Background: an optimization exercise with open tools, aiming at small area. Do not read the settings as production practice. RTL that was checked went through simulation tests only; none was proved equivalent to the original. Power and IR drop assume default switching activity.

Setup of amber:
// usb_ep0_ctrl
module usb_ep0_ctrl (
	input  wire        clk,
	input  wire        rst_n,
	input  wire        request_active,
	input  wire [7:0]  setup_bm_request_type,
	input  wire [7:0]  setup_b_request,
	input  wire [15:0] setup_w_value,
	input  wire [15:0] setup_w_index,
	input  wire [15:0] setup_w_length,
	input  wire        in_ready,
	output wire [31:0] in_data,
	output wire        in_wren,
	output wire        in_commit,
	output wire [10:0] in_commit_len,
	input  wire [31:0] out_data,
	input  wire [10:0] out_len,
	input  wire        out_has_data,
	output wire        out_rden,
	output wire        out_ack,
	output logic [7:0] current_config_value,
	output logic       intf_strobe,
	output logic [15:0] intf_num,
	output logic [15:0] intf_alt
);
Size: roughly 1500 cells after synthesis, roughly 690 flip-flops.
make LEC_CHECK=0 CAP_MARGIN=20 CORE_MARGIN=2 CORE_UTILIZATION=40 SLEW_MARGIN=20 finish   # period 10.0 ns
run.sh (not shown) runs the stock make flow with config.mk's settings and CLKGATE_MAP_FILE= SYNTH_SCRIPT=/design/flow/synth_recipe.tcl, a recipe that flattens the netlist after the stock synthesis.
The inputs of maple differ from those of amber as listed below.
--- a/flow/design.v
+++ b/flow/design.v
@@ -259,80 +259,67 @@
 	end
 	logic [31:0] in_data_c;
 	assign in_data = in_data_c;
 	assign in_wren = wr_fire;
 	assign in_commit = state == st_commit;
 	assign in_commit_len = {6'd0, (remain > 6'd16) ? 5'd16 : remain[4:0]};
 	logic       busy;
-	logic [8:0] cnt;
-	logic       p;
+	logic [8:0] rd_left;
 	logic       word_valid;
 	logic [3:0] word_idx;
-	wire len_wrap = out_len[10:2] == 9'h1FF && out_len[1:0] != 2'b00;
-	assign out_rden = busy && (cnt != '0 || p);
-	assign out_ack = busy && cnt == '0 && !p;
+	wire [10:0] len_p3 = out_len + 11'd3;
+	assign out_rden = busy && rd_left != '0;
+	assign out_ack = busy && rd_left == '0;
 	always_ff @(posedge clk or negedge rst_n) begin
 		if (!rst_n) begin
 			busy <= 1'b0;
-			cnt <= '0;
-			p <= 1'b0;
+			rd_left <= '0;
 			word_valid <= 1'b0;
 			word_idx <= '0;
 		end else begin
 			word_valid <= out_rden;
 			if (!busy) begin
 				if (out_has_data) begin
 					busy <= 1'b1;
-					cnt <= len_wrap ? 9'd0 : out_len[10:2];
-					p <= out_len[1:0] != 2'b00 && !len_wrap;
+					rd_left <= len_p3[10:2];
 				end
 			end else if (out_rden) begin
-				if (p)
-					p <= 1'b0;
-				else
-					cnt <= cnt - 9'd1;
+				rd_left <= rd_left - 9'd1;
 			end else begin
 				busy <= 1'b0;
 			end
 			if (!busy)
 				word_idx <= '0;
 			else if (word_valid)
 				word_idx <= word_idx + 4'd1;
 		end
 	end
 	logic       armed;
 	logic       commit_q, commit_q2;
-	logic       cur_valid;
 	logic [9:0][31:0] sr;
 	logic [8:0][31:0] cur;
-	logic [8:0][31:0] rst_blk;
-	assign rst_blk = {32'h0000_0000, 32'h7307_0000, 32'h0000_4059,
-		32'h9900_D049, 32'h0000_00C6, 32'h0000_0000,
-		32'h0000_0000, 32'h2A2C_0A00, 32'h0000_0101};
 	always_ff @(posedge clk)
 		sr <= {sr[8:0], out_data};
 	always_ff @(posedge clk or negedge rst_n) begin
 		if (!rst_n) begin
 			armed <= 1'b0;
 			commit_q <= 1'b0;
 			commit_q2 <= 1'b0;
-			cur_valid <= 1'b0;
+			cur <= {32'h0000_0000, 32'h7307_0000, 32'h0000_4059,
+				32'h9900_D049, 32'h0000_00C6, 32'h0000_0000,
+				32'h0000_0000, 32'h2A2C_0A00, 32'h0000_0101};
 		end else begin
 			commit_q <= 1'b0;
 			commit_q2 <= commit_q;
 			if (probe_arm) begin
 				armed <= 1'b1;
 			end else if (armed && word_valid && word_idx == 4'd8) begin
 				armed <= 1'b0;
 				commit_q <= 1'b1;
 			end
 			if (commit_q2)
-				cur_valid <= 1'b1;
+				cur <= {sr[1], sr[2], sr[3], sr[4], sr[5], sr[6], sr[7], sr[8], sr[9]};
 		end
 	end
-	always_ff @(posedge clk)
-		if (commit_q2)
-			cur <= {sr[1], sr[2], sr[3], sr[4], sr[5], sr[6], sr[7], sr[8], sr[9]};
-	assign probe_word = cur_valid ? (ptr[3] ? cur[8] : cur[ptr[2:0]]) :
-		(ptr[3] ? rst_blk[8] : rst_blk[ptr[2:0]]);
+	assign probe_word = ptr[3] ? cur[8] : cur[ptr[2:0]];
 endmodule
 `default_nettype wire
Findings:
Compared maple vs amber, and non-filler instance count after layout is up in maple.
Between maple and amber, the net load switching power is higher for amber.
Sort maple and amber by fraction of the cycle the final worst path needs asc -> top: amber
Final critical-path setup slack: maple worse than amber
Taking amber as the reference, in maple worst reg2reg path depth now sits at about the same level, global-route usage went up, layout clock buffer count went up, proportion of power drawn by combinational gates decreased 3.2 points.
| later-pin clock latency in the skew report | amber vs maple | ≈ equal |
amber consumes more power than maple.

Setup of v6:
The RTL this note starts from:
==> flow/design.v <==
`timescale 1ns/100ps
`default_nettype none
package usb_ctrl_pkg;
	typedef logic [7:0] req_byte_t;
	typedef struct packed {
		req_byte_t   bm_request_type;
		req_byte_t   b_request;
		logic [15:0] w_value;
		logic [15:0] w_index;
		logic [15:0] w_length;
	} setup_pkt_t;
	typedef enum logic [1:0] {kind_standard, kind_class, kind_other} req_kind_t;
	typedef enum logic [2:0] {
		reply_none,
		reply_descr,
		reply_config,
		reply_status,
		reply_probe
	} reply_src_t;
	typedef struct packed {
		logic        start;
		reply_src_t  src;
		req_byte_t   descr_type;
		req_byte_t   descr_index;
		logic [15:0] w_length;
	} reply_req_t;
	typedef struct packed {
		req_byte_t config_value;
		logic      u1_enable;
		logic      u2_enable;
		logic      ltm_enable;
		logic      remote_wakeup;
	} dev_state_t;
	typedef struct packed {
		logic        strobe;
		logic [15:0] num;
		logic [15:0] alt;
	} intf_sel_t;
	localparam req_byte_t req_get_status        = 8'h00;
	localparam req_byte_t req_set_feature       = 8'h03;
	localparam req_byte_t req_get_descriptor    = 8'h06;
	localparam req_byte_t req_get_configuration = 8'h08;
	localparam req_byte_t req_set_configuration = 8'h09;
	localparam req_byte_t req_set_interface     = 8'h0B;
	localparam req_byte_t req_set_cur      = 8'h01;
	localparam req_byte_t req_get_cur      = 8'h81;
	localparam req_byte_t vs_probe_control = 8'h01;
	localparam req_byte_t recipient_device = 8'h00;
	localparam logic [15:0] feat_remote_wakeup = 16'd0;
	localparam logic [15:0] feat_u1_enable     = 16'd48;
	localparam logic [15:0] feat_u2_enable     = 16'd49;
	localparam logic [15:0] feat_ltm_enable    = 16'd50;
	localparam req_byte_t descr_device = 8'd1;
	localparam req_byte_t descr_config = 8'd2;
	localparam req_byte_t descr_string = 8'd3;
	localparam req_byte_t descr_bos    = 8'd15;
endpackage
`default_nettype wire
`timescale 1ns/100ps
`default_nettype none
package ep0_buf_pkg;
	typedef logic [31:0] buf_word_t;
	typedef logic [10:0] pkt_len_t;
	typedef logic [15:0] xfer_len_t;
	typedef logic [3:0]  word_idx_t;
	typedef struct packed {
		buf_word_t data;
		logic      wren;
		logic      commit;
		pkt_len_t  commit_len;
	} in_buf_t;
	typedef struct packed {
		buf_word_t data;
		pkt_len_t  len;
		logic      has_data;
	} out_buf_t;
endpackage
`default_nettype wire
`timescale 1ns/100ps
`default_nettype none
module descr_rom (
	input  wire [4:0]  addr,
	output wire [31:0] data
);
	logic [31:0] mem [32];
	initial begin
		$readmemh("descr_rom.hex", mem);
	end
	assign data = mem[addr];
endmodule
`default_nettype wire
`timescale 1ns/100ps
`default_nettype none
module usb_ep0_ctrl (
	input  wire        clk,
	input  wire        rst_n,
	input  wire        request_active,
	input  wire [7:0]  setup_bm_request_type,
	input  wire [7:0]  setup_b_request,
	input  wire [15:0] setup_w_value,
	input  wire [15:0] setup_w_index,
	input  wire [15:0] setup_w_length,
	input  wire        in_ready,
	output wire [31:0] in_data,
	output wire        in_wren,
	output wire        in_commit,
	output wire [10:0] in_commit_len,
	input  wire [31:0] out_data,
	input  wire [10:0] out_len,
	input  wire        out_has_data,
	output wire        out_rden,
	output wire        out_ack,
	output logic [7:0] current_config_value,
	output logic       intf_strobe,
	output logic [15:0] intf_num,
	output logic [15:0] intf_alt
);
	localparam logic [1:0] src_descr = 2'd0;
	localparam logic [1:0] src_config = 2'd1;
	localparam logic [1:0] src_status = 2'd2;
	localparam logic [1:0] src_probe = 2'd3;
	wire is_std = setup_bm_request_type[6:5] == 2'b00;
	wire is_class = setup_bm_request_type[6:5] == 2'b01;
	wire probe_ctl = setup_w_value[15:8] == 8'h01;
	wire [7:0] breq = setup_b_request;
	logic       u1_enable, u2_enable, ltm_enable, remote_wakeup;
	logic       probe_arm;
	logic       has_src;
	logic [1:0] src_c;
	logic [5:0] nat_len;
	logic [4:0] base_c;
	always_comb begin
		has_src = 1'b0;
		src_c = src_descr;
		nat_len = '0;
		base_c = '0;
		if (is_std && breq == 8'h06) begin
			has_src = 1'b1;
			src_c = src_descr;
			case (setup_w_value[15:8])
				8'd1: begin base_c = 5'd0; nat_len = 6'(16'd18); end
				8'd2: begin base_c = 5'd5; nat_len = 6'(16'd25); end
				8'd3: begin
					case (setup_w_value[7:0])
						8'd0: begin base_c = 5'd12; nat_len = 6'(16'd4); end
						8'd1: begin base_c = 5'd13; nat_len = 6'(16'd10); end
						8'd2: begin base_c = 5'd16; nat_len = 6'(16'd10); end
						default: ;
					endcase
				end
				8'd15: begin base_c = 5'd19; nat_len = 6'(16'd22); end
				default: ;
			endcase
		end else if (is_std && breq == 8'h08) begin
			has_src = 1'b1;
			src_c = src_config;
			nat_len = 6'd1;
		end else if (is_std && breq == 8'h00) begin
			has_src = 1'b1;
			src_c = src_status;
			nat_len = 6'd2;
		end else if (is_class && probe_ctl && breq == 8'h81) begin
			has_src = 1'b1;
			src_c = src_probe;
			nat_len = 6'(16'd34);
		end
	end
	wire [5:0] clamp_c = (setup_w_length < 16'(nat_len)) ? setup_w_length[5:0] : nat_len;
	wire       go_c = request_active && has_src && clamp_c != '0;
	always_ff @(posedge clk or negedge rst_n) begin
		if (!rst_n) begin
			current_config_value <= '0;
			u1_enable <= 1'b0;
			u2_enable <= 1'b0;
			ltm_enable <= 1'b0;
			remote_wakeup <= 1'b0;
			intf_strobe <= 1'b0;
			intf_num <= '0;
			intf_alt <= '0;
			probe_arm <= 1'b0;
		end else begin
			intf_strobe <= 1'b0;
			probe_arm <= 1'b0;
			if (request_active) begin
				if (is_std && breq == 8'h09)
					current_config_value <= setup_w_value[7:0];
				if (is_std && breq == 8'h0B) begin
					intf_strobe <= 1'b1;
					intf_num <= setup_w_index;
					intf_alt <= setup_w_value;
				end
				if (is_std && breq == 8'h03 && setup_w_index[7:0] == 8'h00) begin
					case (setup_w_value)
						16'd48: u1_enable <= 1'b1;
						16'd49: u2_enable <= 1'b1;
						16'd50: ltm_enable <= 1'b1;
						16'd0: remote_wakeup <= setup_w_index[9];
						default: ;
					endcase
				end
				probe_arm <= is_class && probe_ctl && breq == 8'h01;
			end
		end
	end
	typedef enum logic [1:0] {st_idle, st_fetch, st_write, st_commit} state_t;
	state_t     state;
	logic       pend;       
	logic [1:0] src_q;
	logic [4:0] base_q;
	logic [5:0] remain;     
	logic [3:0] ptr;        
	wire wr_fire = state == st_write && in_ready;
	wire pkt_last = ptr[1:0] == 2'd3 || {2'b00, ptr[1:0], 2'b00} + 6'd4 >= remain;
	wire reply_done = remain <= 6'd16;
	wire idle_nxt = (state == st_idle && !pend) || (state == st_commit && reply_done);
	wire accept = go_c && idle_nxt;
	always_ff @(posedge clk or negedge rst_n) begin
		if (!rst_n) begin
			state <= st_idle;
			pend <= 1'b0;
		end else begin
			pend <= accept;
			case (state)
				st_idle: if (pend) state <= st_fetch;
				st_fetch: state <= st_write;
				st_write: if (wr_fire && pkt_last) state <= st_commit;
				st_commit: state <= reply_done ? st_idle : st_fetch;
				default: state <= st_idle;
			endcase
		end
	end
	always_ff @(posedge clk) begin
		if (accept) begin
			src_q <= src_c;
			base_q <= base_c;
			remain <= clamp_c;
		end else if (state == st_commit) begin
			remain[5:4] <= remain[5:4] - 2'd1;
		end
		if (pend)
			ptr <= '0;
		else if (wr_fire)
			ptr <= ptr + 4'd1;
	end
	logic [31:0] rom_data;
	logic [31:0] probe_word;
	descr_rom u_rom (
		.addr (base_q + 5'(ptr)),
		.data (rom_data)
	);
	always_comb begin
		case (src_q)
			src_descr: in_data_c = rom_data;
			src_config: in_data_c = {current_config_value, 24'h0};
			src_status: in_data_c = {3'b000, ltm_enable, u2_enable, u1_enable, remote_wakeup,
				1'b1, 24'h0};
			default: in_data_c = probe_word;
		endcase
	end
	logic [31:0] in_data_c;
	assign in_data = in_data_c;
	assign in_wren = wr_fire;
	assign in_commit = state == st_commit;
	assign in_commit_len = {6'd0, (remain > 6'd16) ? 5'd16 : remain[4:0]};
	logic       busy;
	logic [8:0] cnt;
	logic       p;
	logic       word_valid;
	logic [3:0] word_idx;
	wire len_wrap = out_len[10:2] == 9'h1FF && out_len[1:0] != 2'b00;
	assign out_rden = busy && (cnt != '0 || p);
	assign out_ack = busy && cnt == '0 && !p;
	always_ff @(posedge clk or negedge rst_n) begin
		if (!rst_n) begin
			busy <= 1'b0;
			cnt <= '0;
			p <= 1'b0;
			word_valid <= 1'b0;
			word_idx <= '0;
		end else begin
			word_valid <= out_rden;
			if (!busy) begin
				if (out_has_data) begin
					busy <= 1'b1;
					cnt <= len_wrap ? 9'd0 : out_len[10:2];
					p <= out_len[1:0] != 2'b00 && !len_wrap;
				end
			end else if (out_rden) begin
				if (p)
					p <= 1'b0;
				else
					cnt <= cnt - 9'd1;
			end else begin
				busy <= 1'b0;
			end
			if (!busy)
				word_idx <= '0;
			else if (word_valid)
				word_idx <= word_idx + 4'd1;
		end
	end
	logic       armed;
	logic       commit_q, commit_q2;
	logic       cur_valid;
	logic [9:0][31:0] sr;
	logic [8:0][31:0] cur;
	logic [8:0][31:0] rst_blk;
	assign rst_blk = {32'h0000_0000, 32'h7307_0000, 32'h0000_4059,
		32'h9900_D049, 32'h0000_00C6, 32'h0000_0000,
		32'h0000_0000, 32'h2A2C_0A00, 32'h0000_0101};
	always_ff @(posedge clk)
		sr <= {sr[8:0], out_data};
	always_ff @(posedge clk or negedge rst_n) begin
		if (!rst_n) begin
			armed <= 1'b0;
			commit_q <= 1'b0;
			commit_q2 <= 1'b0;
			cur_valid <= 1'b0;
		end else begin
			commit_q <= 1'b0;
			commit_q2 <= commit_q;
			if (probe_arm) begin
				armed <= 1'b1;
			end else if (armed && word_valid && word_idx == 4'd8) begin
				armed <= 1'b0;
				commit_q <= 1'b1;
			end
			if (commit_q2)
				cur_valid <= 1'b1;
		end
	end
	always_ff @(posedge clk)
		if (commit_q2)
			cur <= {sr[1], sr[2], sr[3], sr[4], sr[5], sr[6], sr[7], sr[8], sr[9]};
	always_comb begin
		probe_word = '0;
		for (int k = 0; k < 9; k++)
			if (cur_valid && (k == 8 ? ptr[3] : (!ptr[3] && ptr[2:0] == 3'(k))))
				probe_word = probe_word | cur[k];
		if (!cur_valid)
			probe_word = ptr[3] ? rst_blk[8] : rst_blk[ptr[2:0]];
	end
endmodule
`default_nettype wire
==> flow/config.mk <==
export PLATFORM = sky130hd
export DESIGN_NAME = usb_ep0_ctrl
export DESIGN_NICKNAME = usb_ep0_ctrl
export VERILOG_FILES = /design/flow/design.v
export SDC_FILE = /design/flow/constraint.sdc
export NUM_CORES = 4
export LEC_CHECK = 0
export CAP_MARGIN = 20
export CORE_MARGIN = 2
export CORE_UTILIZATION = 65
export PLACE_DENSITY = 0.75
export SLEW_MARGIN = 20
==> flow/constraint.sdc <==
create_clock -name core_clock -period 10.0 [get_ports {clk}]
set_input_delay 2.0000 -clock core_clock [delete_from_list [all_inputs] [get_ports {clk}]]
set_output_delay 2.0000 -clock core_clock [all_outputs]
set_load 0.01 [all_outputs]
standard.sh (not shown) runs the stock make flow with config.mk's settings and CLKGATE_MAP_FILE= SYNTH_SCRIPT=/design/flow/synth_recipe.tcl, a recipe that flattens the netlist after the stock synthesis.
==> flow/flow/run.sh <==
#!/bin/bash
# The standard layout, with the port buffers made from the smallest
# buffer cell and a clock tree without dummy balancing loads.
set -euo pipefail
export BUFFER_PORTS_ARGS="-buffer_cell sky130_fd_sc_hd__buf_1"
export CTS_ARGS="-sink_clustering_enable -repair_clock_nets -dont_use_dummy_load -buf_list sky130_fd_sc_hd__clkbuf_8 -sink_clustering_size 20 -sink_clustering_max_diameter 50"
bash standard.sh > standard.log 2>&1
v6: flow completed, timing, DRC and antenna clean
## Diff of input files: v7 against v6
-- flow/design.v --
<<< v6, line 249
		.data (rom_data)
	);
	always_comb begin
		case (src_q)
			src_descr: in_data_c = rom_data;
			src_config: in_data_c = {current_config_value, 24'h0};
			src_status: in_data_c = {3'b000, ltm_enable, u2_enable, u1_enable, remote_wakeup,
				1'b1, 24'h0};
			default: in_data_c = probe_word;
		endcase
	end
	logic [31:0] in_data_c;
>>> v7, line 249
		.data (rom_data)
	);
	wire sel_descr = src_q == src_descr;
	wire sel_probe = src_q == src_probe;
	always_comb begin
		in_data_c = sel_descr ? rom_data : '0;
		in_data_c = in_data_c | probe_word;
		if (src_q == src_config)
			in_data_c[31:24] = in_data_c[31:24] | current_config_value;
		if (src_q == src_status)
			in_data_c[31:24] = in_data_c[31:24] | {3'b000, ltm_enable, u2_enable, u1_enable,
				remote_wakeup, 1'b1};
	end
	logic [31:0] in_data_c;
<<< v6, line 336
		probe_word = '0;
		for (int k = 0; k < 9; k++)
			if (cur_valid && (k == 8 ? ptr[3] : (!ptr[3] && ptr[2:0] == 3'(k))))
				probe_word = probe_word | cur[k];
		if (!cur_valid)
			probe_word = ptr[3] ? rst_blk[8] : rst_blk[ptr[2:0]];
	end
>>> v7, line 338
		probe_word = '0;
		for (int k = 0; k < 9; k++)
			if (sel_probe && cur_valid && (k == 8 ? ptr[3] : (!ptr[3] && ptr[2:0] == 3'(k))))
				probe_word = probe_word | cur[k];
		if (sel_probe && !cur_valid)
			probe_word = ptr[3] ? rst_blk[8] : rst_blk[ptr[2:0]];
	end
Notes after the runs:
Share of synthesized area occupied by flip-flops and latches | v7 above v6
Going from v6 to v7, first-pass GRT wire length +580 um, TritonCTS buffer count rose by 1, sequential share of layout area increased 0.53 points.
Core region area essentially unchanged between v7 and v6.
Worst-case setup slack after placement for v7 is higher than for v6.
The run showing the greater synthesized cell count is v7.
Delta (v7 minus v6): smallest hold slack fell 0.018 ns, proportion of layout cells with a drive suffix above 1 lower.
Diff v6 -> v7 | cell area | decrease of 180 um2
| number of library cell types mapped by synthesis | v7 vs v6 | about 2.7% lower |
Function not checked in v6: the RTL went through the layout flow alone.

-- separate check: timing with driven ports --
Ports are ideal in the flow. The routed layouts listed here were re-timed in OpenROAD.
Step 1: set_driving_cell puts a clkbuf_16 on clk and a buf_2 on each other input, an assumption about the parent block.
Step 2 also shifts input and output timing later by t, the mid clock arrival at the registers, as if the neighbouring blocks saw the same clock.
Slacks: ideal / step 1 / step 2; pairs: ideal / step 1.
| run | t, ns | slack for setup (ns) | worst data-port slew with drivers (ns) |
|---|---|---|---|
| amber | 0.650 | 3.165 / 3.107 / 3.163 | 0.08 |
| maple | 0.652 | 3.114 / 3.056 / 3.708 | 0.06 |
| v6 | 0.631 | 4.087 / 4.038 / 3.816 | 0.06 |
| v7 | 0.627 | 4.014 / 3.963 / 4.293 | 0.07 |
After both steps every run listed still meets setup and hold. The setup slack of v6, which loses most, moves by -0.049 ns with the drivers and by -0.271 ns with both steps.
